Source: an optimization exercise on an open RTL-to-GDS flow (aim: small area and a short achievable clock period). Production flows keep margins and buffers that such runs may drop. RTL that was checked went through simulation tests only; none was proved equivalent to the original. Power figures rest on the tool's default switching activity, not on a simulated workload.

Design tdisto_accum, start of the top module:
module tdisto_accum (
  input  logic        clk,
  input  logic        rst_n,
  input  logic        start,
  input  logic [15:0] tlambda,
  input  logic [31:0] sum_a,
  input  logic        done_a,
  input  logic [31:0] sum_b,
  input  logic        done_b,
  output logic        busy,
  output logic [31:0] disto,
  output logic        disto_valid,
  output logic        err
);
clock: 7.0 ns
lec_check: 0
cap_margin: 20
core_margin: 2
core_utilization: 60
setup_slack_margin: 2.5
slew_margin: 20
standard.sh (not shown) runs the stock make flow with config.mk's settings and CLKGATE_MAP_FILE= SYNTH_SCRIPT=/design/flow/synth_recipe.tcl, a recipe that flattens the netlist after the stock synthesis.
==> flow/flow/run.sh <==
#!/bin/bash
# The standard layout, with plain buffers on the ports instead of the
# delay-cell buffers that buffer_ports picks by default.
set -euo pipefail
export BUFFER_PORTS_ARGS="-buffer_cell sky130_fd_sc_hd__buf_1"
bash standard.sh finish > standard_flow.log 2>&1
Then changed:
--- a/flow/design.v
+++ b/flow/design.v
@@ -27,16 +27,17 @@
   logic [4:0]  cnt_q;
   logic        busy_q, disto_valid_q, err_q;
   logic [31:0] disto_q;
   logic [15:0] tl_q;
   logic [2:0]  neg_q, two_q, one_q;
   logic [2:0]  negn_q, twon_q, onen_q;
   logic [31:0] v_q;
   logic [30:0] acc_q;
+  logic [31:0] r_q;
   logic [3:0]  l_q;
   logic in_acc, in_mul, in_out;
   assign in_acc = (state_q == S_ACC);
   assign in_mul = (state_q == S_MUL);
   assign in_out = (state_q == S_OUT);
   logic consume;
   assign consume = in_acc & pend_a_q & pend_b_q;
   logic        a_wait, b_wait, a_next, b_next;
@@ -76,17 +77,17 @@
   assign d2_s2 = booth(tl_q[11:9]);
   assign d0_s3 = booth(tl_q[13:11]);
   assign d1_s3 = booth(tl_q[15:13]);
   assign d2_s3 = booth({2'b00, tl_q[15]});
   logic [14:0] k_add;
   assign k_add = {d1_s3[2], 1'b0, d0_s3[2], 1'b0, d2_s2[2], 1'b0, d1_s2[2], 1'b1,
                   d0_s2[2], 1'b0, neg_q[2], 1'b0, neg_q[1], 1'b0, neg_q[0]};
   logic [32:0] addend;
-  assign addend = {v_q[31], v_q};
+  assign addend = in_acc ? {18'd0, k_add} : {r_q[31], r_q};
   logic [31:0] ax, ax2, pp0, pp1, pp2;
   assign ax  = {1'b0, acc_q};
   assign ax2 = {ax[30:0], 1'b0};
   assign pp0[15:0]  = (({16{one_q[0]}} & ax[15:0]) | ({16{two_q[0]}} & ax2[15:0])) ^ {16{neg_q[0]}};
   assign pp1[15:0]  = (({16{one_q[1]}} & ax[15:0]) | ({16{two_q[1]}} & ax2[15:0])) ^ {16{neg_q[1]}};
   assign pp2[15:0]  = (({16{one_q[2]}} & ax[15:0]) | ({16{two_q[2]}} & ax2[15:0])) ^ {16{neg_q[2]}};
   assign pp0[31:16] = (({16{~onen_q[0]}} & ax[31:16]) | ({16{~twon_q[0]}} & ax2[31:16])) ^ {16{~negn_q[0]}};
   assign pp1[31:16] = (({16{~onen_q[1]}} & ax[31:16]) | ({16{~twon_q[1]}} & ax2[31:16])) ^ {16{~negn_q[1]}};
@@ -353,27 +354,26 @@
   always_ff @(posedge clk) begin
     if (start) tl_q <= tlambda;
     {neg_q[0], two_q[0], one_q[0]} <= dig0_d;
     {neg_q[1], two_q[1], one_q[1]} <= dig1_d;
     {neg_q[2], two_q[2], one_q[2]} <= dig2_d;
     {negn_q[0], twon_q[0], onen_q[0]} <= ~dig0_d;
     {negn_q[1], twon_q[1], onen_q[1]} <= ~dig1_d;
     {negn_q[2], twon_q[2], onen_q[2]} <= ~dig2_d;
-    if (cnt_q[4])            v_q <= x[37:6];
-    else if (consume & (cnt_q[3:0] == 4'd15)) v_q <= {17'd0, k_add};
-    else if (a_next & b_next) v_q <= {3'd0, ~|diff[4:0], diff[32:5]};
-    else if (a_next)         v_q <= a_op;
-    else                     v_q <= b_op;
+    if (a_next & b_next) v_q <= {3'd0, ~|diff[4:0], diff[32:5]};
+    else if (a_next)     v_q <= a_op;
+    else                 v_q <= b_op;
     if (start) begin
       acc_q <= 31'd0;
       cnt_q <= 5'd0;
     end else if (consume & ~cnt_q[4]) begin
       acc_q <= acc_sum;
       cnt_q <= cnt_q + 5'd1;
     end
+    r_q <= x[37:6];
     l_q <= x[5:2];
   end
   assign busy        = busy_q;
   assign disto       = disto_q;
   assign disto_valid = disto_valid_q;
   assign err         = err_q;
 endmodule
After rerunning: The changed run finished with timing, DRC and antenna clean; hold slack gets worse by 0.026 ns; maximum frequency goes up by 4.2%; via count goes down by 6.0%; sequential cell count goes up by 32; clock skew goes down by 0.0031 ns; synthesized cell count goes up by 4.6%; combinational power goes up by 23%; power goes up by 20%; synthesized area goes up by 3.5%; non-clock buffer count goes down by 3; cell area goes up by 2.0%.
The RTL of the first run of this note was laid out without a check of its function.

what the ideal ports hide:
How much do the figures lean on ideal ports? The routed layouts below were timed once more, with nothing changed but the port constraints.
Step 1 sets driving cells, clkbuf_16 on the clock port and buf_2 on the other inputs (assumed; they add their load-dependent delay and slew).
Step 2, shift: input delay + t, output delay - t, t = (earliest + latest rising clock arrival at the registers) / 2. This alone moves slack from input paths to output paths.
Slacks: no drivers / after step 1 / after step 2; pairs: no drivers / after step 1.
| run | t, ns | setup WS [ns] | worst setup path after step 2 | clock arrival spread, ns | slew at the worst register clock pin (ns) |
|---|---|---|---|---|---|
| the first run | 0.483 | 2.405 / 2.405 / 2.405 | register to register | 0.017 / 0.017 | 0.08 / 0.08 |
| the second run | 0.483 | 2.588 / 2.588 / 2.411 | input to register | 0.017 / 0.017 | 0.08 / 0.08 |
After both steps every run listed still meets setup and hold. For the second run, which loses most, drivers alone change the setup slack by 0.000 ns; drivers and shift together by -0.177 ns.
